Background: an optimization exercise with open tools, aiming at small area and a short achievable clock period. Do not read the settings as production practice.
Only simulation tests tie the RTL to the original design; equivalence was not proved.
Power and IR drop assume default switching activity.

**flow/design.v**
```verilog
module branch_predictor #(
    parameter int unsigned INDEX_W = 6,
    parameter int unsigned TAG_W   = 8
) (
    input  logic        clk_i,
    input  logic        rst_i,
    input  logic [31:0] pc_f_i,
    output logic        pred_taken_o,
    output logic [31:0] pred_pc_o,
    input  logic        ex_valid_i,
    input  logic        ex_is_br_i,
    input  logic [31:0] ex_pc_i,
    input  logic [31:0] ex_target_i,
    input  logic [2:0]  ex_funct3_i,
    input  logic        ex_pred_taken_i,
    input  logic [31:0] ex_pred_pc_i,
    input  logic        br_less_i,
    input  logic        br_equal_i,
    output logic        br_unsigned_o,
    output logic        br_taken_o,
    output logic        mispredict_o,
    output logic [31:0] redirect_pc_o,
    output logic [31:0] br_count_o,
    output logic [31:0] miss_count_o
);
    localparam int unsigned ENTRIES = 1 << INDEX_W;
    logic [ENTRIES-1:0]            valid_q;
    logic [ENTRIES-1:0]            ctr1_q;
    logic [ENTRIES-1:0]            ctr0_q;
    logic [ENTRIES-1:0][TAG_W-1:0] tag_q;
    logic [ENTRIES-1:0][31:0]      target_q;
    logic [31:0]                   br_count_q;
    logic [31:0]                   miss_count_q;
    logic [INDEX_W-1:0] f_idx;
    logic [TAG_W-1:0]   f_tag;
    logic [INDEX_W-1:0] ex_idx;
    logic [TAG_W-1:0]   ex_tag;
    logic               ex_hit;
    logic [1:0]         ex_ctr;
    logic [1:0]         ex_ctr_nx;
    logic               legal;
    logic               outcome;
    logic               res;
    assign f_idx  = pc_f_i[INDEX_W+1:2];
    assign f_tag  = pc_f_i[INDEX_W+TAG_W+1:INDEX_W+2];
    assign ex_idx = ex_pc_i[INDEX_W+1:2];
    assign ex_tag = ex_pc_i[INDEX_W+TAG_W+1:INDEX_W+2];
    logic [ENTRIES-1:0] f_oh;
    logic [ENTRIES-1:0] x_oh;
    logic [ENTRIES-1:0] f_hit;
    logic [31:0]        f_pcp4;
    logic [1:0]         f_none;     
    logic [31:0]        f_tgt_n0;   
    logic [31:0]        f_tgt_n1;   
    logic [31:0]        f_pc_n;     
    logic [TAG_W-1:0]   x_tagr;
    logic               x_valid;
    logic [1:0]         x_ctr;
    always_comb begin
        x_tagr   = '0;
        x_valid  = 1'b0;
        x_ctr    = '0;
        for (int i = 0; i < int'(ENTRIES); i++) begin
            f_oh[i]  = (f_idx == INDEX_W'(i));
            x_oh[i]  = (ex_idx == INDEX_W'(i));
            x_tagr   = x_tagr | (tag_q[i] & {TAG_W{x_oh[i]}});
            x_valid  = x_valid | (valid_q[i] & x_oh[i]);
            x_ctr    = x_ctr | ({ctr1_q[i], ctr0_q[i]} & {2{x_oh[i]}});
        end
    end
    assign f_pcp4 = pc_f_i + 32'd4;
    for (genvar i = 0; i < int'(ENTRIES); i++) begin : g_fhit
        branch_predictor_hit u_hit (.t_i(tag_q[i]), .f_i(f_tag), .s_ni(~(f_oh[i] & ctr1_q[i])),
                                    .y_o(f_hit[i]));
    end
    branch_predictor_ortree u_none0 (.a_i(f_hit[31:0]),  .y_no(f_none[0]));
    branch_predictor_ortree u_none1 (.a_i(f_hit[63:32]), .y_no(f_none[1]));
    branch_predictor_nand2  u_take  (.a_i(f_none[0]), .b_i(f_none[1]), .y_o(pred_taken_o));
    for (genvar j = 0; j < 32; j++) begin : g_pbit
        logic [63:0] tcol;
        for (genvar i = 0; i < int'(ENTRIES); i++) begin : g_col
            assign tcol[i] = target_q[i][j];
        end
        branch_predictor_selor u_t0 (.s_i(f_hit[31:0]),  .d_i(tcol[31:0]),  .y_no(f_tgt_n0[j]));
        branch_predictor_selor u_t1 (.s_i(f_hit[63:32]), .d_i(tcol[63:32]), .y_no(f_tgt_n1[j]));
        branch_predictor_nand3 u_pc (.a_i(f_pcp4[j]), .b_i(f_none[0]), .c_i(f_none[1]),
                                     .y_o(f_pc_n[j]));
        branch_predictor_nand3 u_o  (.a_i(f_tgt_n0[j]), .b_i(f_tgt_n1[j]), .c_i(f_pc_n[j]),
                                     .y_o(pred_pc_o[j]));
    end
    assign br_unsigned_o = ex_funct3_i[1];
    always_comb begin
        legal   = 1'b1;
        outcome = 1'b0;
        case (ex_funct3_i)
            3'b000:         outcome = br_equal_i;
            3'b001:         outcome = ~br_equal_i;
            3'b100, 3'b110: outcome = br_less_i;
            3'b101, 3'b111: outcome = ~br_less_i;
            default:        legal   = 1'b0;
        endcase
    end
    assign res           = ex_valid_i && ex_is_br_i && legal;
    assign br_taken_o    = res && outcome;
    assign mispredict_o  = res && ((br_taken_o != ex_pred_taken_i) ||
                                   (br_taken_o && (ex_pred_pc_i != ex_target_i)));
    assign redirect_pc_o = br_taken_o ? ex_target_i : ex_pc_i + 32'd4;
    assign ex_hit = x_valid && (x_tagr == ex_tag);
    assign ex_ctr = x_ctr;
    always_comb begin
        if (!ex_hit)              ex_ctr_nx = 2'b10;
        else if (br_taken_o)      ex_ctr_nx = (ex_ctr == 2'b11) ? 2'b11 : ex_ctr + 2'd1;
        else                      ex_ctr_nx = (ex_ctr == 2'b00) ? 2'b00 : ex_ctr - 2'd1;
    end
    for (genvar i = 0; i < int'(ENTRIES); i++) begin : g_ent
        logic sel;
        assign sel = res && x_oh[i];
        always_ff @(posedge clk_i or posedge rst_i) begin
            if (rst_i) begin
                valid_q[i] <= 1'b0;
                ctr1_q[i]  <= 1'b0;
            end else if (sel && (br_taken_o || ex_hit)) begin
                valid_q[i] <= 1'b1;
                ctr1_q[i]  <= ex_ctr_nx[1];
            end
        end
        always_ff @(posedge clk_i) begin
            if (sel && (br_taken_o || ex_hit)) begin
                ctr0_q[i] <= ex_ctr_nx[0];
            end
            if (sel && br_taken_o) begin
                tag_q[i]    <= ex_tag;
                target_q[i] <= ex_target_i;
            end
        end
    end
    always_ff @(posedge clk_i or posedge rst_i) begin
        if (rst_i) begin
            br_count_q   <= '0;
            miss_count_q <= '0;
        end else begin
            if (res) begin
                br_count_q <= br_count_q + 32'd1;
            end
            if (mispredict_o) begin
                miss_count_q <= miss_count_q + 32'd1;
            end
        end
    end
    assign br_count_o   = br_count_q;
    assign miss_count_o = miss_count_q;
endmodule
module branch_predictor_nand2 (input logic a_i, input logic b_i, output logic y_o);
    assign y_o = ~(a_i & b_i);
endmodule
module branch_predictor_nor2 (input logic a_i, input logic b_i, output logic y_o);
    assign y_o = ~(a_i | b_i);
endmodule
module branch_predictor_nand3 (input logic a_i, input logic b_i, input logic c_i,
                               output logic y_o);
    assign y_o = ~(a_i & b_i & c_i);
endmodule
module branch_predictor_ortree (
    input  logic [31:0] a_i,
    output logic        y_no
);
    logic [15:0] l1;
    logic [7:0]  l2;
    logic [3:0]  l3;
    logic [1:0]  l4;
    for (genvar k = 0; k < 16; k++) begin : g_l1
        branch_predictor_nor2 u (.a_i(a_i[2*k]), .b_i(a_i[2*k+1]), .y_o(l1[k]));
    end
    for (genvar k = 0; k < 8; k++) begin : g_l2
        branch_predictor_nand2 u (.a_i(l1[2*k]), .b_i(l1[2*k+1]), .y_o(l2[k]));
    end
    for (genvar k = 0; k < 4; k++) begin : g_l3
        branch_predictor_nor2 u (.a_i(l2[2*k]), .b_i(l2[2*k+1]), .y_o(l3[k]));
    end
    for (genvar k = 0; k < 2; k++) begin : g_l4
        branch_predictor_nand2 u (.a_i(l3[2*k]), .b_i(l3[2*k+1]), .y_o(l4[k]));
    end
    branch_predictor_nor2 u_l5 (.a_i(l4[0]), .b_i(l4[1]), .y_o(y_no));
endmodule
module branch_predictor_sel4 (
    input  logic [3:0] s_i,
    input  logic [3:0] d_i,
    output logic       y_o
);
    assign y_o = |(s_i & d_i);
endmodule
module branch_predictor_selor (
    input  logic [31:0] s_i,
    input  logic [31:0] d_i,
    output logic        y_no
);
    logic [7:0]  l2;
    logic [3:0]  l3;
    logic [1:0]  l4;
    for (genvar k = 0; k < 8; k++) begin : g_l2
        branch_predictor_sel4 u (.s_i(s_i[4*k+3:4*k]), .d_i(d_i[4*k+3:4*k]), .y_o(l2[k]));
    end
    for (genvar k = 0; k < 4; k++) begin : g_l3
        branch_predictor_nor2 u (.a_i(l2[2*k]), .b_i(l2[2*k+1]), .y_o(l3[k]));
    end
    for (genvar k = 0; k < 2; k++) begin : g_l4
        branch_predictor_nand2 u (.a_i(l3[2*k]), .b_i(l3[2*k+1]), .y_o(l4[k]));
    end
    branch_predictor_nor2 u_l5 (.a_i(l4[0]), .b_i(l4[1]), .y_o(y_no));
endmodule
module branch_predictor_xor2 (input logic a_i, input logic b_i, output logic y_o);
    assign y_o = a_i ^ b_i;
endmodule
module branch_predictor_nor3 (input logic a_i, input logic b_i, input logic c_i,
                              output logic y_o);
    assign y_o = ~(a_i | b_i | c_i);
endmodule
module branch_predictor_hit (
    input  logic [7:0] t_i,
    input  logic [7:0] f_i,
    input  logic       s_ni,
    output logic       y_o
);
    logic [7:0] x;
    logic [3:0] e;
    logic [1:0] m;
    for (genvar k = 0; k < 8; k++) begin : g_x
        branch_predictor_xor2 u (.a_i(t_i[k]), .b_i(f_i[k]), .y_o(x[k]));
    end
    for (genvar k = 0; k < 4; k++) begin : g_e
        branch_predictor_nor2 u (.a_i(x[2*k]), .b_i(x[2*k+1]), .y_o(e[k]));
    end
    for (genvar k = 0; k < 2; k++) begin : g_m
        branch_predictor_nand2 u (.a_i(e[2*k]), .b_i(e[2*k+1]), .y_o(m[k]));
    end
    branch_predictor_nor3 u_y (.a_i(m[0]), .b_i(m[1]), .c_i(s_ni), .y_o(y_o));
endmodule
```
**flow/run.sh**
```bash
#!/bin/bash
# synth_recipe.tcl (not shown) runs the flow's synth.tcl, then flattens the netlist and writes it again
# the make line also repeats each setting of config.mk as NAME=value (left out here)
make -C /OpenROAD-flow-scripts/flow DESIGN_CONFIG=/design/flow/config.mk WORK_HOME=/design/flow/orfs CLKGATE_MAP_FILE= SYNTH_SCRIPT=/design/flow/synth_recipe.tcl finish
```
**flow/config.mk**
```make
export PLATFORM = sky130hd
export DESIGN_NAME = branch_predictor
export DESIGN_NICKNAME = branch_predictor
export VERILOG_FILES = /design/flow/design.v
export SDC_FILE = /design/flow/constraint.sdc
export NUM_CORES = 4
export LEC_CHECK = 0
export CAP_MARGIN = 20
export CORE_MARGIN = 2
export CORE_UTILIZATION = 45
export CTS_CLUSTER_DIAMETER = 60
export CTS_CLUSTER_SIZE = 30
export SETUP_SLACK_MARGIN = 4.0
export SLEW_MARGIN = 20
export SYNTH_HIERARCHICAL = 1
export TNS_END_PERCENT = 0
```
**flow/constraint.sdc**
```tcl
create_clock -name core_clock -period 10.0 [get_ports {clk_i}]
set_input_delay 2.0000 -clock core_clock [delete_from_list [all_inputs] [get_ports {clk_i}]]
set_output_delay 2.0000 -clock core_clock [all_outputs]
set_load 0.01 [all_outputs]
```
==> results of run 1 <==
-- power groups by stage --
stage / Sequential (mW) / Combinational, mW / Clock, mW
floorplan: 13.2 / 0.360 / 0
global placement: 13.2 / 1.11 / 0
detailed placement: 13.2 / 1.12 / 0
CTS: 13.0 / 1.24 / 8.79
global route: 13.0 / 1.32 / 9.18
finish: 13.0 / 1.31 / 8.73
-- cell type report --
| class | count | area [µm²] | share of cell area [%] |
|---|---|---|---|
| multi-input combinational | 4837 | 32100 | 23.5 |
| clock buffer | 199 | 4790 | 3.51 |
| tap | 3366 | 4210 | 3.09 |
| antenna | 44 | 110 | 0.0807 |
| timing repair buffer | 816 | 9040 | 6.63 |
| timing repair inverter | 1 | 8.76 | 0.00642 |
| clock inverter | 153 | 2050 | 1.50 |
| sequential | 2816 | 83600 | 61.3 |
| inverter | 129 | 509 | 0.373 |
-- worst max path at each step --
stage | end | startpoint | cells past startpoint
floorplan | pred_pc_o[0] | pc_f_i[6] | 12
global placement | pred_pc_o[7] | pc_f_i[2] | 14
detailed placement | pred_pc_o[7] | pc_f_i[2] | 14
CTS | pred_pc_o[2] | pc_f_i[10] | 19
global route | pred_pc_o[3] | pc_f_i[8] | 15
finish | ctr0_q[43] | ex_pc_i[3] | 16
-- stage by stage --
step | cell area, µm² | total power, mW | hold slack, ps
6_report | 136000 | 23.0 | 472
3_3_place_gp | 124000 | 14.3 | 443
5_1_grt | 136000 | 23.5 | 489
3_5_place_dp | 124000 | 14.3 | 445
4_1_cts | 136000 | 23.0 | 467
2_1_floorplan | 114000 | 13.6 | 425
-- critical path, delay by kind of cell --
| kind | cells | cell delay [ps] |
|---|---|---|
| adders and majority gates | 1 | 210 |
| xor gates and xnor gates | 1 | 810 |
| buffers and inverters | 5 | 1190 |
| and+or+nand+nor | 9 | 3300 |
-- layout by cell type (no fill, tap or decap), types with 52 or more instances in the layout --
cell / synthesis / routed
nand3_1: 443 / 378
xor2_1: 570 / 566
nor2_1: 772 / 589
buf_2: 27 / 57
inv_1: 128 / 124
buf_12: 0 / 76
nor3_4: 1 / 66
clkdlybuf4s50_1: 0 / 166
nor2_2: 1 / 52
buf_4: 11 / 366
nor2_4: 1 / 134
a22oi_1: 1171 / 1163
clkbuf_16: 0 / 190
nand2_1: 967 / 913
dfrtp_1: 192 / 192
nand2b_1: 63 / 63
edfxtp_1: 2624 / 2624
buf_6: 12 / 57
nand4_1: 122 / 122
xnor2_1: 99 / 98
and3_1: 61 / 54
-- kinds of logic after synthesis --
| kind of cell | count (synthesis) | share of synthesized area, % |
|---|---|---|
| AND/OR/NAND/NOR | 2710 | 10.8 |
| buffers and inverters | 327 | 1.23 |
| flip-flops | 2816 | 73.0 |
| AO/OA/AOI/OAI | 1410 | 9.38 |
| adder cells (fa/ha/maj) | 12 | 0.127 |
| XOR/XNOR | 669 | 5.12 |
| multiplexers | 33 | 0.304 |
-- synthesized netlist by cell type, types with 11 or more instances --
master	instances
a21oi_1	11
a221oi_1	12
a22o_1	21
a22oi_1	1171
a32oi_1	30
and2_1	38
and3_1	61
and3b_1	21
and4_1	14
buf_1	24
buf_2	27
buf_4	11
buf_6	12
clkbuf_1	123
dfrtp_1	192
edfxtp_1	2624
inv_1	128
mux2_2	13
mux2i_1	19
nand2_1	967
nand2b_1	63
nand3_1	443
nand4_1	122
nor2_1	772
nor2b_1	16
nor3_1	55
nor3_2	67
nor4_1	26
o211ai_2	39
o21ai_0	51
o21ai_1	16
xnor2_1	99
xor2_1	570
-- metal layers --
layer  global-route usage, %  vias to the layer above  routed length, µm
met5                   0.907                        -                346
met4                    26.4                       28              44200
met3                    12.3                     1499              60700
met2                    53.5                     6125             207000
met1                    47.4                    40900             173000
li1                        -                    32200                  -
-- registers in the layout (all words and copies together) (netlist names) --
| signal | count |
|---|---|
| target_q | 2048 |
| tag_q | 512 |
| ctr0_q | 64 |
| ctr1_q | 64 |
| valid_q | 64 |
| br_count_q | 32 |
| miss_count_q | 32 |
-- modules after synthesis (local to each module, per instance), a selection --
module | cell area [µm²] | copies in the design
branch_predictor | 96100 | 1
branch_predictor_sel4 | 18.8 | 512
branch_predictor_nor3 | 10.0 | 64
branch_predictor_xor2 | 8.76 | 512
branch_predictor_nand3 | 5.00 | 64
branch_predictor_nand2 | 3.75 | 277
branch_predictor_nor2 | 3.75 | 618
-- timing repair --
action | 4_1_cts | 5_1_grt
cloned | 40 | 1
hold buffers | 0 | 0
buffers inserted | 143 | 7
setup endpoints to repair | 323 | 323
resized for setup | 791 | 43
pin swaps | 117 | 17
==> impl_metrics.env, run 1 <==
export IMPL_status="no timing/DRC/antenna violations"
export IMPL_setup_viol=0
export IMPL_cts_root_buffer="clkbuf_16"
export IMPL_fin_cells=12400
export IMPL_holdPathEnd="valid_q[2]"
export IMPL_synth_seq_cells=2816
export IMPL_crit_path_cell_trace="clkdlybuf4s15_2, inv_1, ha_2, buf_4, nor2b_4, buf_4, nand3_1, nand4_1, nor4_1, nand4_1, xor2_1, nor3_1, and4_4, nor2_4, buf_4, nor2_1"
export IMPL_clkTransAtPathRegs_ps=80
export IMPL_ys_warn_count=7
export IMPL_peakVddDrop_v=0.000220
export IMPL_slew_viol_final=0
export IMPL_crit_top_cell="buf_4"
export IMPL_hold_violations=0
export IMPL_synth_cell_types=75
export IMPL_wl_per_cell_um=39.3
export IMPL_synth_edf_count=2624
export IMPL_hpwl_um=315000
export IMPL_setup_ws_ps=3080
export IMPL_syn_nets=8125
export IMPL_r2r_start="tag_q[509]"
export IMPL_p_int_mw=17.3
export IMPL_crit_type="primary input to flop"
export IMPL_cp_max_fo=19
export IMPL_synth_ff_type="edfxtp_1"
export IMPL_grt_usage_pct=37.3
export IMPL_slowest_stage="nor4_1"
export IMPL_die_h_um=508
export IMPL_via_per_inst=6.54
export IMPL_switching_share_pct=24.8
export IMPL_pwr_share_clk_pct=38.0
export IMPL_power_frac_seq_pct=56.4
export IMPL_max_freq_mhz=145
export IMPL_core_area_um2=253000
export IMPL_dr_pass1_iters=9
export IMPL_io_buffers=269
export IMPL_dp_cells=11800
export IMPL_relSlewSlack_pct=14.2
export IMPL_drt_first_iter_violations=14400
export IMPL_synth_area_per_cell_um2=14.4
export IMPL_finalWirelength_um=486000
export IMPL_clk_latency_ps=900
export IMPL_hold_path_class="flop to flop"
export IMPL_p_leak_nw=49.0
export IMPL_antenna_left=0
export IMPL_skew_ps=61.3
export IMPL_reg2reg_to="ctr0_q[43]"
export IMPL_rsz0062_at_grt="true"
export IMPL_vias=80800
export IMPL_drc_errors=0
export IMPL_fin_nets=8936
export IMPL_worst_r2r_setup_slack_ps=5050
export IMPL_syn_inst=7977
export IMPL_die_area_um2=258000
export IMPL_netlist_area_um2=114000
export IMPL_maxCapViolCount=0
export IMPL_cts_buffers=187
export IMPL_tritoncts="done"
export IMPL_num_io_pins=270
export IMPL_initial_utilization_pct=45.2
export IMPL_row_count=185
export IMPL_worstSetupStartpointType="primary input"
export IMPL_synthTopCellsByArea="edfxtp_1 (69%), a22oi_1 (7.7%), xor2_1 (4.4%)"
export IMPL_ys_seq_area_share_pct=73.0
export IMPL_hold_depth=1
export IMPL_die_w_um=508
export IMPL_cp_arrival_ps=7560
export IMPL_grt_overflow=0
export IMPL_power_density_nw_per_um2=169
export IMPL_min_delay_start="valid_q[2]"
export IMPL_gp_congestion=1.12
export IMPL_htree_levels=4
export IMPL_grt_max_degree=146
export IMPL_worst_pin_slew_ps=1280
export IMPL_clk_path_buf_depth=3
export IMPL_synth_top_area_share_pct=68.8
export IMPL_reg2regPathDepth=10
export IMPL_period_needed_ps=6920
export IMPL_fin_setup_tns_ps=0
export IMPL_cts_sinks=2816
export IMPL_synth_largest_area_cell="edfxtp_1"
export IMPL_end_kind="flop"
export IMPL_power_switching_mw=5.71
export IMPL_cpPeakStageDelay_ps=1100
export IMPL_combPwrFrac_pct=5.7
export IMPL_grt_pass1_vias=75500
export IMPL_async_reset_ff_share_pct=6.82
export IMPL_antenna_found_initial=51
export IMPL_drive_above_1_share_pct=16.8
export IMPL_final_util_pct=53.8
export IMPL_pre_cts_ws_ps=1300
export IMPL_finalCritPeriodShare_pct=69.2
export IMPL_grt_pass1_wl_um=654000
export IMPL_syn_to_final_growth_pct=19.2
export IMPL_crit_required_ps=10640
export IMPL_fillers=20900
==> run 2, diff against run 1 <==
--- a/flow/config.mk
+++ b/flow/config.mk
@@ -8,7 +8,7 @@
 export CAP_MARGIN = 20
 export CORE_MARGIN = 2
 export CORE_UTILIZATION = 45
-export CTS_CLUSTER_DIAMETER = 60
+export CTS_CLUSTER_DIAMETER = 80
 export CTS_CLUSTER_SIZE = 30
 export SETUP_SLACK_MARGIN = 4.0
 export SLEW_MARGIN = 20
==> impl_metrics.env, run 2 <==
export IMPL_status="no timing/DRC/antenna violations"
export IMPL_setup_ws_ps=3110
export IMPL_antenna_left=0
export IMPL_relSlewSlack_pct=11.4
export IMPL_grt_usage_pct=37.1
export IMPL_end_kind="flop"
export IMPL_finalCritPeriodShare_pct=68.9
export IMPL_vias=80800
export IMPL_die_w_um=508
export IMPL_syn_inst=7977
export IMPL_finalWirelength_um=486000
export IMPL_drc_errors=0
export IMPL_cts_sinks=2816
export IMPL_htree_levels=4
export IMPL_seq_area_um2=83600
export IMPL_core_area_um2=253000
export IMPL_clkTransAtPathRegs_ps=90
export IMPL_cp_max_fo=19
export IMPL_die_h_um=508
export IMPL_fin_setup_tns_ps=0
export IMPL_synthTopCellsByArea="edfxtp_1 (69%), a22oi_1 (7.7%), xor2_1 (4.4%)"
export IMPL_worstSetupStartpoint="ex_pc_i[3]"
export IMPL_peakVddDrop_v=0.000191
export IMPL_dr_pass1_iters=11
export IMPL_worstSetupStartpointType="primary input"
export IMPL_synth_top_area_share_pct=68.8
export IMPL_synth_edf_count=2624
export IMPL_top_register="target_q"
export IMPL_multiInputGateArea_um2=32800
export IMPL_drt_first_iter_violations=14700
export IMPL_gp_congestion=1.12
export IMPL_maxCapViolCount=0
export IMPL_synth_area_per_cell_um2=14.4
export IMPL_row_count=185
export IMPL_power_density_nw_per_um2=159
export IMPL_clk_latency_ps=880
export IMPL_hold_path_class="flop to flop"
export IMPL_ys_seq_area_share_pct=73.0
export IMPL_die_area_um2=258000
export IMPL_tritoncts="done"
export IMPL_fillers=20900
export IMPL_clk_path_buf_depth=3
export IMPL_grt_pass1_vias=75000
export IMPL_grt_max_degree=146
export IMPL_min_delay_start="valid_q[8]"
export IMPL_r2r_start="tag_q[231]"
export IMPL_rsz0062_at_grt="true"
export IMPL_period_needed_ps=6890
export IMPL_via_per_inst=6.58
export IMPL_crit_required_ps=10620
export IMPL_synth_common_cells="edfxtp_1 (2,624), a22oi_1 (1,171), nand2_1 (967), nor2_1 (772), xor2_1 (570)"
export IMPL_synth_seq_cells=2816
export IMPL_max_freq_mhz=145
export IMPL_top_regs="target_q (2048), tag_q (512)"
export IMPL_netlist_area_um2=114000
export IMPL_async_reset_ff_share_pct=6.82
export IMPL_drive_above_1_share_pct=17.6
export IMPL_most_common_layout_cells="edfxtp_1 (2,624), a22oi_1 (1,151), nand2_1 (883)"
export IMPL_worst_pin_slew_ps=1330
export IMPL_num_io_pins=270
export IMPL_ys_warn_count=7
export IMPL_syn_to_final_growth_pct=18.6
export IMPL_mostFrequentLayoutCell="edfxtp_1"
export IMPL_grt_overflow=0
export IMPL_pre_cts_ws_ps=1300
export IMPL_largest_reg_flops=2048
export IMPL_synth_largest_area_cell="edfxtp_1"
export IMPL_hold_violations=0
export IMPL_io_buffers=269
export IMPL_cp_arrival_ps=7510
export IMPL_setup_viol=0
export IMPL_fin_nets=8929
export IMPL_cts_root_buffer="clkbuf_16"
export IMPL_syn_nets=8125
export IMPL_cts_buffers=143
export IMPL_wl_per_cell_um=39.6
export IMPL_skew_ps=49.4
export IMPL_grt_pass1_wl_um=651000
export IMPL_synth_cell_types=75
export IMPL_p_leak_nw=48.6
export IMPL_crit_type="primary input to flop"
export IMPL_initial_utilization_pct=45.2
export IMPL_synth_ff_type="edfxtp_1"
export IMPL_antenna_found_initial=46
export IMPL_hpwl_um=315000
export IMPL_slew_viol_final=0
export IMPL_yosysMostFrequentCell="edfxtp_1"
## run 2: cell counts after synthesis
Identical to the previous run, type by type.
## run 2: layer usage
metal  wire (µm)  GRT usage [%]  up-vias
li1            -              -    32100
met1      173000           47.7    40900
met2      208000           53.8     6275
met3       60500           11.3     1530
met4       43500           25.2       14
met5         217          0.685        -
## run 2: worst paths after layout
path | endpoint | slack (ps) | depth (start not counted)
max in group asynchronous | ctr1_q[19] | 7060 | 3
min reg2reg | valid_q[8] | 470 | 1
max | ctr0_q[4] | 3110 | 16
min | valid_q[8] | 470 | 1
max reg2reg | ctr0_q[4] | 4940 | 11
min in group asynchronous | br_count_q[17] | 1570 | 2
## run 2: final cells by class
type | count | area share [%]
Clock buffer | 157 | 2.77
Clock inverter | 87 | 0.895
Timing Repair Buffer | 853 | 7.09
Multi-Input combinational cell | 4837 | 24.2
Timing Repair inverter | 1 | 0.00645
Antenna cell | 32 | 0.0590
Sequential cell | 2816 | 61.6
Inverter | 129 | 0.375
Tap cell | 3366 | 3.10
## run 2: cells by family (layout without fill, tap and decap cells)
family / Yosys count / after routing / synth area share [%]
xor gates and xnor gates: 669 / 669 / 5.12
muxes: 33 / 33 / 0.304
DFF: 2816 / 2816 / 73.0
other: 0 / 32 / 0
buffers and inverters: 327 / 1227 / 1.23
adders and majority gates: 12 / 12 / 0.127
AOI/OAI and AO/OA: 1410 / 1411 / 9.38
and+or+nand+nor: 2710 / 2712 / 10.8
## run 2: timing repair
item | 4_1_cts | 5_1_grt
endpoints found under the hold margin | 0 | 0
cloned | 45 | 5
hold buffers | 0 | 0
gates resized for setup | 926 | 153
pin swaps | 148 | 83
endpoints found under the setup margin | 323 | 323
setup buffers | 144 | 35
## run 2: where the power goes
| group | internal (mW) | switching (mW) | total (mW) |
|---|---|---|---|
| Clock | 3.10 | 4.19 | 7.30 |
| Combinational | 0.403 | 0.935 | 1.34 |
| Sequential | 12.9 | 0.0503 | 13.0 |
## run 2: critical path, stage by stage
cell             delay [ps]
clkdlybuf4s15_2         300
inv_1                   150
ha_2                    220
buf_4                   240
nor2b_4                 300
buf_4                   260
nand3_1                  90
nand4_1                 350
nor4_1                 1090
nand4_1                 360
xor2_2                  620
nor3_1                  140
and4_4                  320
nor2_4                  700
buf_4                   250
nor2_1                   50
## run 2: per-stage QoR
| step | hold WS [ps] | total power [mW] | instances | util (%) | area (µm²) |
|---|---|---|---|---|---|
| 3_5_place_dp | 445 | 14.3 | 11800 | 49.0 | 124000 |
| 2_1_floorplan | 425 | 13.6 | 7977 | - | 114000 |
| 6_report | 474 | 21.6 | 12300 | 53.6 | 136000 |
| 3_3_place_gp | 443 | 14.3 | 11800 | 49.0 | 124000 |
| 5_1_grt | 491 | 22.0 | 12300 | 53.6 | 136000 |
| 4_1_cts | 468 | 21.5 | 12200 | 53.2 | 135000 |
## run 2: per-module statistics from Yosys, one instance, submodules excluded, a selection
| module | area (µm²) | cells inside |
|---|---|---|
| branch_predictor_nor2 | 3.75 | 1 |
| branch_predictor_nor3 | 10.0 | 1 |
| branch_predictor_nand3 | 5.00 | 1 |
| branch_predictor_nand2 | 3.75 | 1 |
| branch_predictor_xor2 | 8.76 | 1 |
| branch_predictor_sel4 | 18.8 | 3 |
| branch_predictor | 96100 | 4906 |
==> run 3, diff against run 2 <==
--- a/flow/design.v
+++ b/flow/design.v
@@ -57,15 +57,9 @@
     logic               x_valid;
     logic [1:0]         x_ctr;
     always_comb begin
-        x_tagr   = '0;
-        x_valid  = 1'b0;
-        x_ctr    = '0;
         for (int i = 0; i < int'(ENTRIES); i++) begin
             f_oh[i]  = (f_idx == INDEX_W'(i));
             x_oh[i]  = (ex_idx == INDEX_W'(i));
-            x_tagr   = x_tagr | (tag_q[i] & {TAG_W{x_oh[i]}});
-            x_valid  = x_valid | (valid_q[i] & x_oh[i]);
-            x_ctr    = x_ctr | ({ctr1_q[i], ctr0_q[i]} & {2{x_oh[i]}});
         end
     end
     assign f_pcp4 = pc_f_i + 32'd4;
@@ -105,6 +99,24 @@
     assign mispredict_o  = res && ((br_taken_o != ex_pred_taken_i) ||
                                    (br_taken_o && (ex_pred_pc_i != ex_target_i)));
     assign redirect_pc_o = br_taken_o ? ex_target_i : ex_pc_i + 32'd4;
+    logic [TAG_W+2:0] x_rd;
+    logic [ENTRIES-1:0][TAG_W+2:0] x_ent;
+    for (genvar i = 0; i < int'(ENTRIES); i++) begin : g_xent
+        assign x_ent[i] = {ctr1_q[i], ctr0_q[i], tag_q[i], valid_q[i]};
+    end
+    for (genvar b = 0; b < TAG_W + 3; b++) begin : g_xrd
+        logic [63:0] xcol;
+        logic [1:0]  xn;
+        for (genvar i = 0; i < int'(ENTRIES); i++) begin : g_col
+            assign xcol[i] = x_ent[i][b];
+        end
+        branch_predictor_selor u_x0 (.s_i(x_oh[31:0]),  .d_i(xcol[31:0]),  .y_no(xn[0]));
+        branch_predictor_selor u_x1 (.s_i(x_oh[63:32]), .d_i(xcol[63:32]), .y_no(xn[1]));
+        branch_predictor_nand2 u_x  (.a_i(xn[0]), .b_i(xn[1]), .y_o(x_rd[b]));
+    end
+    assign x_valid = x_rd[0];
+    assign x_tagr  = x_rd[TAG_W:1];
+    assign x_ctr   = x_rd[TAG_W+2:TAG_W+1];
     assign ex_hit = x_valid && (x_tagr == ex_tag);
     assign ex_ctr = x_ctr;
     always_comb begin
==> impl_metrics.env, run 3 <==
export IMPL_die_area_um2=254000
export IMPL_die_w_um=504
export IMPL_cts_buffers=137
export IMPL_crit_top_cell="buf_4"
export IMPL_max_freq_mhz=155
export IMPL_yosysMostFrequentCell="edfxtp_1"
export IMPL_antenna_found_initial=13
export IMPL_fin_nets=8611
export IMPL_grt_pass1_vias=68700
export IMPL_dr_pass1_iters=7
export IMPL_finalCritPeriodShare_pct=64.4
export IMPL_crit_type="primary input to primary output"
export IMPL_vias=72500
export IMPL_ys_seq_area_share_pct=74.4
export IMPL_grt_overflow=0
export IMPL_cp_num_buf_inv=5
export IMPL_peakVddDrop_v=0.000155
export IMPL_syn_to_final_growth_pct=18.7
export IMPL_power_density_nw_per_um2=158
export IMPL_synth_largest_area_cell="edfxtp_1"
export IMPL_clkTransAtPathRegs_ps=90
export IMPL_synth_common_cells="edfxtp_1 (2,624), a22oi_1 (1,376), nand2_1 (1,113), nor2_1 (843), xor2_1 (559)"
export IMPL_io_buffers=269
export IMPL_worst_pin_slew_ps=1170
export IMPL_worstSetupStartpointType="primary input"
export IMPL_cp_arrival_ps=4440
export IMPL_clk_latency_ps=860
export IMPL_htree_levels=4
export IMPL_p_leak_nw=47.9
export IMPL_slowest_stage="clkdlybuf4s50_1"
export IMPL_synth_area_per_cell_um2=14.8
export IMPL_synth_ff_type="edfxtp_1"
export IMPL_mostFrequentLayoutCell="edfxtp_1"
export IMPL_period_needed_ps=6440
export IMPL_status="no timing/DRC/antenna violations"
export IMPL_synth_top_area_share_pct=70.1
export IMPL_grt_pass1_wl_um=519000
export IMPL_core_area_um2=248000
export IMPL_top_register="target_q"
export IMPL_cp_max_fo=7
export IMPL_tritoncts="done"
export IMPL_syn_nets=7749
export IMPL_clk_path_buf_depth=3
export IMPL_drive_above_1_share_pct=17.9
export IMPL_end_kind="primary output"
export IMPL_grt_usage_pct=28.8
export IMPL_crit_required_ps=8000
export IMPL_rsz0062_at_grt="true"
export IMPL_cpPeakStageDelay_ps=500
export IMPL_die_h_um=504
export IMPL_grt_max_degree=162
export IMPL_via_per_inst=6.09
export IMPL_crit_path_cell_trace="clkdlybuf4s15_1, or3_4, a32oi_4, buf_12, buf_4, nand2_8, buf_4, nor2_1, a21oi_2, clkdlybuf4s50_1"
export IMPL_gp_congestion=0.942
export IMPL_netlist_area_um2=112000
export IMPL_synth_cell_types=47
export IMPL_drt_first_iter_violations=9963
export IMPL_setup_viol=0
export IMPL_fin_setup_tns_ps=0
export IMPL_wl_per_cell_um=31.5
export IMPL_cts_sinks=2816
export IMPL_syn_inst=7601
export IMPL_synth_edf_count=2624
export IMPL_drc_errors=0
export IMPL_cts_root_buffer="clkbuf_16"
export IMPL_top_regs="target_q (2048), tag_q (512)"
export IMPL_hold_path_class="flop to flop"
export IMPL_critical_path_top_delay_family="buffers and inverters"
export IMPL_finalWirelength_um=375000
export IMPL_synthTopCellsByArea="edfxtp_1 (70%), a22oi_1 (9.2%), xor2_1 (4.4%)"
export IMPL_antenna_left=0
export IMPL_relSlewSlack_pct=22.0
export IMPL_maxCapViolCount=0
export IMPL_num_io_pins=270
export IMPL_largest_reg_flops=2048
export IMPL_async_reset_ff_share_pct=6.82
export IMPL_dp_cells=11400
export IMPL_ys_warn_count=7
export IMPL_fin_cells=11900
export IMPL_slew_viol_final=0
export IMPL_synth_seq_cells=2816
export IMPL_row_count=183
export IMPL_skew_ps=59.0
export IMPL_initial_utilization_pct=45.2
export IMPL_hold_violations=0
export IMPL_hpwl_um=229000
export IMPL_most_common_layout_cells="edfxtp_1 (2,624), a22oi_1 (1,339), nand2_1 (1,045)"
==> run 3: cell count changes in the layout (fill, tap and decap cells not counted), moves of 39 or more <==
cell,change
nand3_1,-253
a22oi_1,+188
nand2_1,+162
nor2_1,+129
inv_1,-96
nand4_1,-93
buf_4,-82
or2_2,+63
nand2b_1,-61
a2bb2oi_2,+60
nor2_4,-56
nor3_2,+45
o21ai_0,-40
o211ai_2,-39
==> run 3: cells by family after synthesis <==
logic type	synth area share, %
DFF	74.4
adders and majority gates	0.121
AOI/OAI and AO/OA	10.2
and+or+nand+nor	9.57
xor gates and xnor gates	5.19
buffers and inverters	0.424
muxes	0.0200
==> run 3: power by group <==
part | internal [mW] | leakage (nW) | switching (mW)
logic | 0.386 | 19.3 | 0.727
registers | 12.9 | 26.4 | 0.0669
clock network | 3.01 | 2.25 | 3.96
==> run 3: per-stage QoR <==
stage / hold WS [ps] / utilization [%] / instance area [µm²] / setup WS [ps] / total power [mW]
finish: 466 / 53.7 / 133000 / 3560 / 21.1
global route: 486 / 53.7 / 133000 / 3530 / 21.6
CTS: 473 / 53.0 / 132000 / 3540 / 21.1
detailed placement: 453 / 48.9 / 122000 / 1410 / 14.2
global placement: 451 / 48.9 / 122000 / 1430 / 14.2
floorplan: 440 / - / 112000 / 3330 / 13.6
==> run 3: worst reg2reg max path: stages, from the launching register on <==
cell and delay [ps]:
edfxtp_1 440, a22oi_1 170, nand2_1 130, nor2_1 400, nand2_1 240, nor2_1 310
nand2_1 110, xnor2_1 190, nand4_1 240, nor3_1 420, o21ai_4 70, buf_4 410
nor3_1 660
==> run 3: per-module statistics from Yosys (local to each module, per instance), a selection <==
module | cells inside | flip-flops and latches | times used | area, µm²
branch_predictor_nor2 | 1 | 0 | 728 | 3.75
branch_predictor_nor3 | 1 | 0 | 64 | 10.0
branch_predictor_nand3 | 1 | 0 | 64 | 5.00
branch_predictor_xor2 | 1 | 0 | 512 | 8.76
branch_predictor_nand2 | 1 | 0 | 332 | 3.75
branch_predictor | 3837 | 2816 | 1 | 90000
branch_predictor_sel4 | 3 | 0 | 688 | 18.8
==> run 3: worst paths after layout <==
kind | cells past startpoint | slack (ps) | end | from
worst min-delay path | 1 | 470 | br_count_q[31] | br_count_q[31]
worst max register to register | 12 | 5840 | ctr0_q[58] | tag_q[202]
min in group asynchronous | 2 | 1630 | br_count_q[22] | rst_i
worst min register to register | 1 | 470 | br_count_q[31] | br_count_q[31]
worst max-delay path | 10 | 3560 | redirect_pc_o[4] | ex_funct3_i[1]
max in group asynchronous | 4 | 6860 | miss_count_q[31] | rst_i
==> run 3: layer usage <==
layer  global-route usage [%]  part of all wire (%)  wire, µm
met4                     12.8                   5.1     19100
met3                     4.68                   9.3     34700
met5                        0                 0.014        51
met1                     40.4                    40    150000
met2                     44.4                    46    171000
==> run 3: area by class of cell <==
cell class	count	area (µm²)
inverter	33	138
timing repair buffer	798	9250
tap	3330	4170
clock buffer	151	3620
multi-input combinational	4677	31500
sequential	2816	83600
clock inverter	78	1040
antenna	19	47.5
fill	20100	115000
==> run 3: what timing repair did <==
action | in CTS | in global routing
buffers inserted | 175 | 38
setup endpoints to repair | 323 | 338
hold buffers | 0 | 0
resized for setup | 860 | 265
gates cloned | 35 | 16
pin swaps | 112 | 133
==> run 4, diff against run 3 <==
--- a/flow/config.mk
+++ b/flow/config.mk
@@ -13,4 +13,4 @@
 export SETUP_SLACK_MARGIN = 4.0
 export SLEW_MARGIN = 20
 export SYNTH_HIERARCHICAL = 1
-export TNS_END_PERCENT = 0
+export TNS_END_PERCENT = 20
==> impl_metrics.env, run 4 <==
export IMPL_drc_errors=0
export IMPL_cts_buffers=134
export IMPL_wl_per_cell_um=31.5
export IMPL_syn_to_final_growth_pct=18.7
export IMPL_slew_viol_final=0
export IMPL_finalWirelength_um=373000
export IMPL_syn_nets=7749
export IMPL_reg2reg_to="valid_q[15]"
export IMPL_setup_viol=0
export IMPL_fin_nets=8581
export IMPL_cts_root_buffer="clkbuf_16"
export IMPL_grt_usage_pct=28.9
export IMPL_p_leak_nw=47.8
export IMPL_tritoncts="done"
export IMPL_cts_hold_buffers=0
export IMPL_cts_sinks=2816
export IMPL_drive_above_1_share_pct=19.2
export IMPL_synth_common_cells="edfxtp_1 (2,624), a22oi_1 (1,376), nand2_1 (1,113), nor2_1 (843), xor2_1 (559)"
export IMPL_hold_depth=1
export IMPL_r2r_start="tag_q[54]"
export IMPL_status="no timing/DRC/antenna violations"
export IMPL_drt_first_iter_violations=10600
export IMPL_dr_pass1_iters=8
export IMPL_synth_ff_type="edfxtp_1"
export IMPL_cp_arrival_ps=4440
export IMPL_top_regs="target_q (2048), tag_q (512)"
export IMPL_hold_path_class="flop to flop"
export IMPL_vias=72200
export IMPL_clk_path_buf_depth=3
export IMPL_cp_max_fo=7
export IMPL_worst_r2r_setup_slack_ps=6260
export IMPL_worst_pin_slew_ps=1170
export IMPL_yosysMostFrequentCell="edfxtp_1"
export IMPL_ys_seq_area_share_pct=74.4
export IMPL_top_register="target_q"
export IMPL_antenna_left=0
export IMPL_finalCritPeriodShare_pct=64.4
export IMPL_row_count=183
export IMPL_grt_pass1_wl_um=521000
export IMPL_synth_seq_cells=2816
export IMPL_gp_congestion=0.918
export IMPL_grt_pass1_vias=68900
export IMPL_max_freq_mhz=155
export IMPL_period_needed_ps=6440
export IMPL_synthTopCellsByArea="edfxtp_1 (70%), a22oi_1 (9.2%), xor2_1 (4.4%)"
export IMPL_initial_utilization_pct=45.2
export IMPL_antenna_found_initial=15
export IMPL_htree_levels=4
export IMPL_holdPathEnd="br_count_q[31]"
export IMPL_crit_type="primary input to primary output"
export IMPL_clk_latency_ps=840
export IMPL_die_h_um=504
export IMPL_die_area_um2=254000
export IMPL_relSlewSlack_pct=21.9
export IMPL_largest_reg_flops=2048
export IMPL_clkTransAtPathRegs_ps=90
export IMPL_synth_edf_count=2624
export IMPL_synth_cell_types=47
export IMPL_via_per_inst=6.10
export IMPL_synth_area_per_cell_um2=14.8
export IMPL_mostFrequentLayoutCell="edfxtp_1"
export IMPL_grt_max_degree=67
export IMPL_worstSetupStartpointType="primary input"
export IMPL_rsz0062_at_grt="true"
export IMPL_end_kind="primary output"
export IMPL_netlist_area_um2=112000
export IMPL_fin_setup_tns_ps=0
export IMPL_peakVddDrop_v=0.000165
export IMPL_place_area_um2=121000
export IMPL_hold_violations=0
export IMPL_io_buffers=269
export IMPL_synth_top_area_share_pct=70.1
export IMPL_post_route_cell_area_um2=133000
export IMPL_most_common_layout_cells="edfxtp_1 (2,624), a22oi_1 (1,314), nand2_1 (1,023)"
export IMPL_grt_overflow=0
export IMPL_maxCapViolCount=0
export IMPL_ys_warn_count=7
export IMPL_syn_inst=7601
export IMPL_skew_ps=49.5
export IMPL_synth_largest_area_cell="edfxtp_1"
export IMPL_die_w_um=504
export IMPL_power_density_nw_per_um2=156
export IMPL_hpwl_um=230000
export IMPL_reg2regPathDepth=13
export IMPL_num_io_pins=270
export IMPL_crit_required_ps=8000
export IMPL_min_delay_start="br_count_q[31]"
export IMPL_core_area_um2=248000
export IMPL_async_reset_ff_share_pct=6.82
run 4: area by class of cell:
type	instances	area (µm²)
multi-input combinational	4678	32300
inverter	33	144
timing repair buffer	770	8900
clock buffer	148	3510
fill	20000	115000
clock inverter	59	759
sequential	2816	83600
antenna	5	12.5
tap	3330	4170
run 4: timing repair:
action,4_1_cts,5_1_grt
gates resized for setup,1265,203
setup endpoints to repair,259,248
cloned,34,6
pin swaps,185,97
setup buffers,167,30
run 4: how the worst max path moves through the flow:
stage               depth (start not counted)       endpoint  slack, ps            from
detailed placement                         12   pred_pc_o[9]       1190       pc_f_i[7]
global placement                           12   pred_pc_o[9]       1270       pc_f_i[6]
finish                                     19  pred_pc_o[13]       3560      pc_f_i[15]
global route                               18   pred_pc_o[0]       3540       pc_f_i[9]
floorplan                                   6     tag_q[176]       3520  ex_funct3_i[2]
CTS                                        19  pred_pc_o[19]       3640      pc_f_i[12]
run 4: stage by stage:
stage	cells	total power, mW	util, %	setup slack, ps	hold WS, ps
after floorplan	7601	13.6	-	3520	440
after global placement	11400	14.2	48.9	1270	450
after detailed placement	11400	14.2	48.9	1190	453
after CTS	11800	20.8	53.1	3640	474
after global routing	11800	21.2	53.7	3540	486
final	11800	20.7	53.7	3560	471
run 4: cell families after synthesis:
| kind of cell | share of synthesized area [%] |
|---|---|
| buf+inv | 0.424 |
| xor+xnor | 5.19 |
| flops | 74.4 |
| compound gates | 10.2 |
| simple gates | 9.57 |
| fa+ha+maj | 0.121 |
| mux | 0.0200 |
run 4: power breakdown:
part	switching (mW)	internal, mW
clock network	3.85	2.76
registers	0.0675	12.9
logic	0.736	0.399
run 4: layer usage:
layer	up-vias	GRT usage (%)	share of wire, %
li1	30700	-	-
met1	37100	40.8	40
met2	3894	44.9	46
met3	563	4.24	9.3
met4	6	12.2	5.0
met5	-	0	0.012
run 4: modules after synthesis (local to each module, per instance), excerpt:
| module | copies in the design | cell area (µm²) | cells inside | flip-flops and latches |
|---|---|---|---|---|
| branch_predictor_nor3 | 64 | 10.0 | 1 | 0 |
| branch_predictor_xor2 | 512 | 8.76 | 1 | 0 |
| branch_predictor_nand3 | 64 | 5.00 | 1 | 0 |
| branch_predictor | 1 | 90000 | 3837 | 2816 |
| branch_predictor_nor2 | 728 | 3.75 | 1 | 0 |
| branch_predictor_sel4 | 688 | 18.8 | 3 | 0 |
| branch_predictor_nand2 | 332 | 3.75 | 1 | 0 |
run 4: critical path: stages:
cell	delay, ps
buf_16	140
buf_12	140
buf_16	140
xor2_1	150
nor2_1	110
nand2_1	100
nor3_4	350
buf_6	160
nor2_2	30
nand2_1	50
nor2_1	40
nand2_2	130
nor2_4	50
buf_12	130
buf_12	150
buf_8	140
nand3_4	90
nand3_4	130
buf_6	150
==> run 5, diff against run 4 <==
--- a/flow/design.v
+++ b/flow/design.v
@@ -98,7 +98,16 @@
     assign br_taken_o    = res && outcome;
     assign mispredict_o  = res && ((br_taken_o != ex_pred_taken_i) ||
                                    (br_taken_o && (ex_pred_pc_i != ex_target_i)));
-    assign redirect_pc_o = br_taken_o ? ex_target_i : ex_pc_i + 32'd4;
+    logic [31:0] x_pcp4;
+    logic        x_tk_n;
+    assign x_pcp4 = ex_pc_i + 32'd4;
+    assign x_tk_n = ~br_taken_o;
+    for (genvar j = 0; j < 32; j++) begin : g_rbit
+        logic rt_n, rp_n;
+        branch_predictor_nand2 u_t (.a_i(br_taken_o), .b_i(ex_target_i[j]), .y_o(rt_n));
+        branch_predictor_nand2 u_p (.a_i(x_tk_n), .b_i(x_pcp4[j]), .y_o(rp_n));
+        branch_predictor_nand2 u_o (.a_i(rt_n), .b_i(rp_n), .y_o(redirect_pc_o[j]));
+    end
     logic [TAG_W+2:0] x_rd;
     logic [ENTRIES-1:0][TAG_W+2:0] x_ent;
     for (genvar i = 0; i < int'(ENTRIES); i++) begin : g_xent
==> impl_metrics.env, run 5 <==
export IMPL_wl_per_cell_um=31.6
export IMPL_async_reset_ff_share_pct=6.82
export IMPL_cpPeakStageDelay_ps=250
export IMPL_power_frac_seq_pct=62.5
export IMPL_maxCapViolCount=0
export IMPL_fin_nets=8641
export IMPL_crit_type="primary input to primary output"
export IMPL_clkTransAtPathRegs_ps=90
export IMPL_top_register="target_q"
export IMPL_antenna_left=0
export IMPL_die_area_um2=253000
export IMPL_grt_overflow=0
export IMPL_die_w_um=503
export IMPL_combPwrFrac_pct=5.5
export IMPL_synth_top_area_share_pct=70.3
export IMPL_row_count=183
export IMPL_worst_r2r_setup_slack_ps=6120
export IMPL_max_freq_mhz=155
export IMPL_syn_to_final_growth_pct=19.1
export IMPL_die_h_um=503
export IMPL_p_leak_nw=48.2
export IMPL_synth_ff_type="edfxtp_1"
export IMPL_status="no timing/DRC/antenna violations"
export IMPL_cts_root_buffer="clkbuf_16"
export IMPL_setup_viol=0
export IMPL_power_switching_mw=4.69
export IMPL_synth_edf_count=2624
export IMPL_hpwl_um=230000
export IMPL_grt_pass1_vias=69800
export IMPL_p_int_mw=16.1
export IMPL_pwr_share_clk_pct=32.0
export IMPL_syn_nets=7781
export IMPL_num_io_pins=270
export IMPL_hold_path_class="flop to flop"
export IMPL_crit_path_cell_trace="buf_6, inv_4, ha_2, and2_4, buf_12, nand3_1, nor3_4, buf_4, buf_12, a22oi_1, nand2_2, nor2_1, nand2_2, nor2_4, nand3_4, buf_6"
export IMPL_yosysMostFrequentCell="edfxtp_1"
export IMPL_ys_seq_area_share_pct=74.6
export IMPL_power_density_nw_per_um2=156
export IMPL_worstSetupStartpointType="primary input"
export IMPL_critical_path_top_delay_family="simple AND/OR/NAND/NOR gates"
export IMPL_synth_largest_area_cell="edfxtp_1"
export IMPL_ys_warn_count=7
export IMPL_reg2regPathDepth=12
export IMPL_slowest_stage="a22oi_1"
export IMPL_gp_congestion=0.924
export IMPL_fin_setup_tns_ps=0
export IMPL_hold_depth=1
export IMPL_peakVddDrop_v=0.000158
export IMPL_holdPathEnd="br_count_q[31]"
export IMPL_io_buffers=269
export IMPL_antenna_found_initial=16
export IMPL_skew_ps=29.1
export IMPL_htree_levels=4
export IMPL_period_needed_ps=6460
export IMPL_clk_path_buf_depth=3
export IMPL_clk_latency_ps=840
export IMPL_switching_share_pct=22.6
export IMPL_netlist_area_um2=112000
export IMPL_synthTopCellsByArea="edfxtp_1 (70%), a22oi_1 (9.2%), xor2_1 (4.7%)"
export IMPL_hold_violations=0
export IMPL_drive_above_1_share_pct=18.3
export IMPL_via_per_inst=6.11
export IMPL_synth_common_cells="edfxtp_1 (2,624), a22oi_1 (1,376), nand2_1 (1,194), nor2_1 (840), xor2_1 (596)"
export IMPL_cp_arrival_ps=4460
export IMPL_largest_reg_flops=2048
export IMPL_r2r_start="tag_q[499]"
export IMPL_cp_num_buf_inv=6
export IMPL_vias=72800
export IMPL_synth_seq_cells=2816
export IMPL_cts_hold_buffers=0
export IMPL_finalPower_mw=20.8
export IMPL_worst_pin_slew_ps=1060
export IMPL_end_kind="primary output"
export IMPL_cts_buffers=131
export IMPL_cp_max_fo=32
export IMPL_cts_sinks=2816
export IMPL_finalWirelength_um=376000
export IMPL_initial_utilization_pct=45.1
export IMPL_drc_errors=0
export IMPL_slew_viol_final=0
export IMPL_relSlewSlack_pct=29.2
export IMPL_rsz0062_at_grt="true"
export IMPL_tritoncts="done"
export IMPL_mostFrequentLayoutCell="edfxtp_1"
export IMPL_most_common_layout_cells="edfxtp_1 (2,624), a22oi_1 (1,348), nand2_1 (1,071)"
export IMPL_top_regs="target_q (2048), tag_q (512)"
export IMPL_syn_inst=7633
export IMPL_synth_area_per_cell_um2=14.7
export IMPL_grt_usage_pct=29.1
export IMPL_synth_cell_types=42
export IMPL_dr_pass1_iters=6
export IMPL_grt_max_degree=70
export IMPL_crit_required_ps=8000
export IMPL_grt_pass1_wl_um=523000
export IMPL_reg2reg_to="ctr0_q[41]"
export IMPL_finalCritPeriodShare_pct=64.6
export IMPL_drt_first_iter_violations=10600
export IMPL_core_area_um2=248000
export IMPL_min_delay_start="br_count_q[31]"
-- run 5: changes by cell type after synthesis, moves of 19 or more --
cell and change:
xor2_1 +37, a2bb2oi_1 +60, xnor2_1 -36, nand2_1 +81, a2bb2oi_2 -60, nand3_1 -19
-- run 5: metrics by stage --
stage | area (µm²) | instances | hold WS [ps] | utilization [%] | worst slack, ps
final | 133000 | 11900 | 466 | 53.8 | 3540
after global routing | 133000 | 11900 | 487 | 53.8 | 3460
after CTS | 132000 | 11900 | 473 | 53.3 | 3600
after detailed placement | 121000 | 11400 | 455 | 48.9 | 1610
after floorplan | 112000 | 7633 | 440 | - | 3310
after global placement | 121000 | 11400 | 453 | 48.9 | 1600
-- run 5: worst max path at each step --
stage                         from                end  cells past startpoint
floorplan           ex_funct3_i[2]           tag_q[0]                      7
global placement        ex_pc_i[4]  redirect_pc_o[12]                     11
detailed placement      ex_pc_i[4]  redirect_pc_o[12]                     11
CTS                     pc_f_i[14]      pred_pc_o[21]                     19
global route             pc_f_i[2]      pred_pc_o[15]                     16
finish                   pc_f_i[2]       pred_pc_o[1]                     16
-- run 5: cell families after synthesis --
| logic type | synth area share, % |
|---|---|
| flip-flops | 74.6 |
| AND/OR/NAND/NOR | 9.88 |
| AO/OA/AOI/OAI | 9.77 |
| XOR/XNOR | 5.21 |
| buffers and inverters | 0.375 |
| adder cells (fa/ha/maj) | 0.121 |
| multiplexers | 0.0101 |
-- run 5: area by class of cell --
class | instances | area [µm²]
multi-input combinational | 4715 | 31600
inverter | 30 | 150
antenna | 6 | 15.0
timing repair buffer | 798 | 9550
sequential | 2816 | 83600
fill | 20100 | 115000
timing repair inverter | 1 | 20.0
clock inverter | 75 | 878
clock buffer | 142 | 3450
tap | 3330 | 4170
-- run 5: modules after synthesis (local to each module, per instance), excerpt --
module                  area (µm²)  cells  flops+latches  times used
branch_predictor_nand3        5.00      1              0          64
branch_predictor_nor2         3.75      1              0         728
branch_predictor_nand2        3.75      1              0         428
branch_predictor_xor2         8.76      1              0         512
branch_predictor             89300   3773           2816           1
branch_predictor_nor3         10.0      1              0          64
branch_predictor_sel4         18.8      3              0         688
-- run 5: worst reg2reg max path, cell delays in order, from the launching register on --
cell      delay (ps)
edfxtp_1         430
a22oi_1          270
nand2_1          160
nor2_1           380
nand2_1           90
nor2_1           220
nand2_1          100
xnor2_1          180
nand4_1          120
or3_1            400
a21o_4           400
buf_4            380
nor3_1           430
-- run 5: metal layers --
metal / track usage (%) / share of wire [%]
met1: 40.8 / 39
met2: 44.6 / 46
met5: 0 / 0.019
met3: 5.22 / 10
met4: 13.1 / 5.1
-- run 5: timing repair --
| action | 4_1_cts | 5_1_grt |
|---|---|---|
| buffers inserted | 179 | 33 |
| pin swaps | 184 | 58 |
| endpoints found under the setup margin | 323 | 245 |
| cloned | 49 | 4 |
| resized for setup | 1200 | 172 |
-- run 5: power by group through the flow --
stage / logic, mW / registers [mW] / clock network (mW)
after floorplan: 0.310 / 13.3 / 0
after global placement: 0.938 / 13.3 / 0
after detailed placement: 0.956 / 13.3 / 0
after CTS: 1.11 / 13.0 / 6.70
after global routing: 1.20 / 13.0 / 7.07
final: 1.14 / 13.0 / 6.64
==> run 6, diff against run 5 <==
--- a/flow/design.v
+++ b/flow/design.v
@@ -98,16 +98,7 @@
     assign br_taken_o    = res && outcome;
     assign mispredict_o  = res && ((br_taken_o != ex_pred_taken_i) ||
                                    (br_taken_o && (ex_pred_pc_i != ex_target_i)));
-    logic [31:0] x_pcp4;
-    logic        x_tk_n;
-    assign x_pcp4 = ex_pc_i + 32'd4;
-    assign x_tk_n = ~br_taken_o;
-    for (genvar j = 0; j < 32; j++) begin : g_rbit
-        logic rt_n, rp_n;
-        branch_predictor_nand2 u_t (.a_i(br_taken_o), .b_i(ex_target_i[j]), .y_o(rt_n));
-        branch_predictor_nand2 u_p (.a_i(x_tk_n), .b_i(x_pcp4[j]), .y_o(rp_n));
-        branch_predictor_nand2 u_o (.a_i(rt_n), .b_i(rp_n), .y_o(redirect_pc_o[j]));
-    end
+    assign redirect_pc_o = br_taken_o ? ex_target_i : ex_pc_i + 32'd4;
     logic [TAG_W+2:0] x_rd;
     logic [ENTRIES-1:0][TAG_W+2:0] x_ent;
     for (genvar i = 0; i < int'(ENTRIES); i++) begin : g_xent
@@ -145,14 +136,29 @@
                 ctr1_q[i]  <= ex_ctr_nx[1];
             end
         end
+        logic                 we_c, we_c_n;    
+        logic                 we_t, we_t_n;    
+        logic                 ctr0_nx;
+        logic [TAG_W-1:0]     tag_nx;
+        logic [31:0]          target_nx;
+        assign we_c   = sel && (br_taken_o || ex_hit);
+        assign we_c_n = ~we_c;
+        assign we_t   = sel && br_taken_o;
+        assign we_t_n = ~we_t;
+        branch_predictor_hold u_c0 (.e_i(we_c), .en_i(we_c_n), .d_i(ex_ctr_nx[0]),
+                                    .q_i(ctr0_q[i]), .y_o(ctr0_nx));
+        for (genvar b = 0; b < int'(TAG_W); b++) begin : g_tag
+            branch_predictor_hold u_h (.e_i(we_t), .en_i(we_t_n), .d_i(ex_tag[b]),
+                                       .q_i(tag_q[i][b]), .y_o(tag_nx[b]));
+        end
+        for (genvar b = 0; b < 32; b++) begin : g_tgt
+            branch_predictor_hold u_h (.e_i(we_t), .en_i(we_t_n), .d_i(ex_target_i[b]),
+                                       .q_i(target_q[i][b]), .y_o(target_nx[b]));
+        end
         always_ff @(posedge clk_i) begin
-            if (sel && (br_taken_o || ex_hit)) begin
-                ctr0_q[i] <= ex_ctr_nx[0];
-            end
-            if (sel && br_taken_o) begin
-                tag_q[i]    <= ex_tag;
-                target_q[i] <= ex_target_i;
-            end
+            ctr0_q[i]   <= ctr0_nx;
+            tag_q[i]    <= tag_nx;
+            target_q[i] <= target_nx;
         end
     end
     always_ff @(posedge clk_i or posedge rst_i) begin
@@ -256,3 +262,7 @@
     end
     branch_predictor_nor3 u_y (.a_i(m[0]), .b_i(m[1]), .c_i(s_ni), .y_o(y_o));
 endmodule
+module branch_predictor_hold (input logic e_i, input logic en_i, input logic d_i,
+                              input logic q_i, output logic y_o);
+    assign y_o = (e_i & d_i) | (en_i & q_i);
+endmodule
--- a/flow/config.mk
+++ b/flow/config.mk
@@ -13,4 +13,4 @@
 export SETUP_SLACK_MARGIN = 4.0
 export SLEW_MARGIN = 20
 export SYNTH_HIERARCHICAL = 1
-export TNS_END_PERCENT = 20
+export TNS_END_PERCENT = 0
==> impl_metrics.env, run 6 <==
export IMPL_status="no timing/DRC/antenna violations"
export IMPL_dr_pass1_iters=10
export IMPL_grt_pass1_vias=90800
export IMPL_worstSetupStartpointType="primary input"
export IMPL_post_route_cell_area_um2=132000
export IMPL_skew_ps=39.1
export IMPL_slew_viol_final=0
export IMPL_core_area_um2=241000
export IMPL_hold_violations=0
export IMPL_grt_usage_pct=37.2
export IMPL_synth_cell_types=47
export IMPL_finalPower_mw=21.1
export IMPL_ys_warn_count=7
export IMPL_synthTopCellsByArea="dfxtp_1 (48%), a22o_1 (21%), a22oi_1 (9.5%)"
export IMPL_end_kind="primary output"
export IMPL_grt_busiest_layer="met2"
export IMPL_most_common_layout_cells="a22o_1 (2,624), dfxtp_1 (2,624), a22oi_1 (1,330)"
export IMPL_cts_sinks=2816
export IMPL_syn_nets=10500
export IMPL_tritoncts="done"
export IMPL_crit_type="primary input to primary output"
export IMPL_max_freq_mhz=148
export IMPL_fin_setup_tns_ps=0
export IMPL_synth_seq_cells=2816
export IMPL_cpPeakStageDelay_ps=380
export IMPL_largest_reg_flops=2048
export IMPL_timing_hold_ws_ps=477
export IMPL_die_h_um=497
export IMPL_syn_inst=10300
export IMPL_relSlewSlack_pct=23.8
export IMPL_synth_common_cells="a22o_1 (2,624), dfxtp_1 (2,624), a22oi_1 (1,376), nand2_1 (1,175), nor2_1 (822)"
export IMPL_crit_path_cell_trace="bufbuf_16, buf_4, xor2_1, nor2_1, nand2_2, nor3_4, buf_4, buf_6, buf_4, a22oi_2, nand2_2, nor2_4, nand2_4, nor2_4, nand3_4, clkdlybuf4s15_2"
export IMPL_htree_levels=4
export IMPL_cp_arrival_ps=4740
export IMPL_power_density_nw_per_um2=160
export IMPL_synth_top_area_share_pct=48.1
export IMPL_grt_pass1_wl_um=674000
export IMPL_synth_edf_count=0
export IMPL_top_register="target_q"
export IMPL_clk_latency_ps=880
export IMPL_critical_path_top_delay_family="simple AND/OR/NAND/NOR gates"
export IMPL_top_regs="target_q (2048), tag_q (512)"
export IMPL_vias=98200
export IMPL_synth_ff_type="dfxtp_1"
export IMPL_met1_usage_pct=50.4
export IMPL_finalCritPeriodShare_pct=67.4
export IMPL_maxCapViolCount=0
export IMPL_wl_per_cell_um=32.9
export IMPL_cts_root_buffer="clkbuf_16"
export IMPL_async_reset_ff_share_pct=6.82
export IMPL_grt_max_degree=129
export IMPL_gp_congestion=1.02
export IMPL_synth_largest_area_cell="dfxtp_1"
export IMPL_hpwl_um=307000
export IMPL_syn_to_final_growth_pct=20.4
export IMPL_grt_met3_usage_pct=9.21
export IMPL_finalWirelength_um=484000
export IMPL_hold_path_class="flop to flop"
export IMPL_fin_nets=11500
export IMPL_grt_overflow=0
export IMPL_antenna_left=0
export IMPL_clk_path_buf_depth=3
export IMPL_drive_above_1_share_pct=14.8
export IMPL_initial_utilization_pct=45.3
export IMPL_setup_ws_ps=3260
export IMPL_drt_first_iter_violations=13500
export IMPL_worst_pin_slew_ps=1140
export IMPL_synth_area_per_cell_um2=10.6
export IMPL_row_count=180
export IMPL_period_needed_ps=6740
export IMPL_rsz0062_at_grt="true"
export IMPL_netlist_area_um2=109000
export IMPL_io_buffers=269
export IMPL_setup_viol=0
export IMPL_die_w_um=497
export IMPL_crit_required_ps=8000
export IMPL_peakVddDrop_v=0.000129
export IMPL_antenna_found_initial=28
export IMPL_die_area_um2=247000
export IMPL_slowest_stage="nor2_4"
export IMPL_cp_num_buf_inv=6
export IMPL_pre_cts_ws_ps=960
export IMPL_via_per_inst=6.68
export IMPL_ys_seq_area_share_pct=52.5
export IMPL_cp_max_fo=6
export IMPL_place_area_um2=119000
export IMPL_crit_top_cell="buf_4"
export IMPL_grt_use_met2_pct=53.1
export IMPL_num_io_pins=270
export IMPL_cts_buffers=137
export IMPL_clkTransAtPathRegs_ps=90
export IMPL_drc_errors=0
export IMPL_p_leak_nw=57.5
[run 6: area by class of cell]
type	instances	area, µm²
tap	3185	3990
clock inverter	83	1070
fill	20900	109000
antenna	12	30.0
clock buffer	157	3740
timing repair buffer	1005	10700
timing repair inverter	1	8.76
sequential	2816	57300
multi-input combinational	7293	54100
inverter	147	579
[run 6: timing repair]
action | 4_1_cts | 5_1_grt
buffers inserted | 227 | 58
cloned | 33 | 21
endpoints found under the setup margin | 259 | 259
endpoints found under the hold margin | 0 | 0
gates resized for setup | 998 | 124
pin swaps | 184 | 95
hold buffers | 0 | 0
[run 6: through the flow]
stage	util, %	instances
detailed placement	49.4	14100
finish	54.6	14700
floorplan	-	10300
global route	54.6	14700
CTS	54.0	14600
global placement	49.4	14100
[run 6: metal layers]
metal	vias to the layer above	part of all wire [%]
li1	41900	-
met1	49100	40
met2	6165	42
met3	942	11
met4	20	7.1
met5	-	0.029
[run 6: power breakdown]
| group | switching [mW] | internal (mW) |
|---|---|---|
| combinational | 0.995 | 0.736 |
| clock | 4.16 | 3.02 |
| sequential | 0.379 | 11.8 |
[run 6: worst paths after layout]
check	cells past startpoint	startpoint	slack, ps	end
worst max-delay path	16	pc_f_i[13]	3260	pred_pc_o[10]
worst min-delay path	1	valid_q[60]	480	valid_q[60]
max in group asynchronous	4	rst_i	6760	valid_q[50]
worst min register to register	1	valid_q[60]	480	valid_q[60]
worst max register to register	13	tag_q[6]	5810	ctr1_q[12]
min in group asynchronous	3	rst_i	1750	br_count_q[19]
[run 6: modules after synthesis, one instance, submodules excluded, excerpt]
| module | cells | flops+latches |
|---|---|---|
| branch_predictor | 3921 | 2816 |
| branch_predictor_hold | 1 | 0 |
| branch_predictor_nand2 | 1 | 0 |
| branch_predictor_nand3 | 1 | 0 |
| branch_predictor_nor2 | 1 | 0 |
| branch_predictor_nor3 | 1 | 0 |
| branch_predictor_sel4 | 3 | 0 |
| branch_predictor_xor2 | 1 | 0 |
[run 6: kinds of logic after synthesis]
family	Yosys count	share of synthesized area [%]
adders and majority gates	10	0.115
muxes	68	0.700
xor gates and xnor gates	671	5.38
AOI/OAI and AO/OA	4035	30.7
and+or+nand+nor	2506	9.86
buffers and inverters	203	0.784
DFF	2816	52.5

[what the ideal ports hide]
The results above use ideal ports. As a check the final layouts listed here were re-extracted and re-timed, cells and wires unchanged. Step 1 (the two cells are an assumption about what drives the block):
set clk [get_ports {clk_i}]
set_driving_cell -lib_cell sky130_fd_sc_hd__clkbuf_16 $clk
set_driving_cell -lib_cell sky130_fd_sc_hd__buf_2 [delete_from_list [all_inputs] $clk]
Step 2 adds t to the input delays and takes it off the output delays; t is the mean of the earliest and latest rising clock arrival at the registers after step 1. Input paths then give back, and output paths get back, about the clock's delay inside the block. a / b / c = ideal / step 1 / step 2; a / b = the first two.
run | shift t [ns] | setup slack, ns | worst hold slack (ns) | slew at the worst register clock pin (ns) | worst slew at a driven data input, ns
run 1 | 0.963 | 3.080 / 3.110 / 2.186 | 0.472 / 0.472 / 0.472 | 0.11 / 0.11 | 0.34
run 2 | 0.949 | 3.114 / 3.178 / 2.236 | 0.474 / 0.474 / 0.474 | 0.11 / 0.11 | 0.43
run 3 | 0.911 | 3.559 / 3.207 / 2.781 | 0.466 / 0.466 / 0.466 | 0.12 / 0.12 | 0.41
run 4 | 0.912 | 3.559 / 3.274 / 3.196 | 0.471 / 0.471 / 0.471 | 0.12 / 0.12 | 0.44
run 5 | 0.921 | 3.538 / 3.246 / 3.057 | 0.466 / 0.466 / 0.466 | 0.11 / 0.11 | 0.34
run 6 | 0.958 | 3.263 / 2.903 / 2.724 | 0.477 / 0.477 / 0.477 | 0.12 / 0.12 | 0.42
After both steps every run listed still meets setup and hold. The setup slack of run 1, which loses most, moves by +0.030 ns with the drivers and by -0.894 ns with both steps.
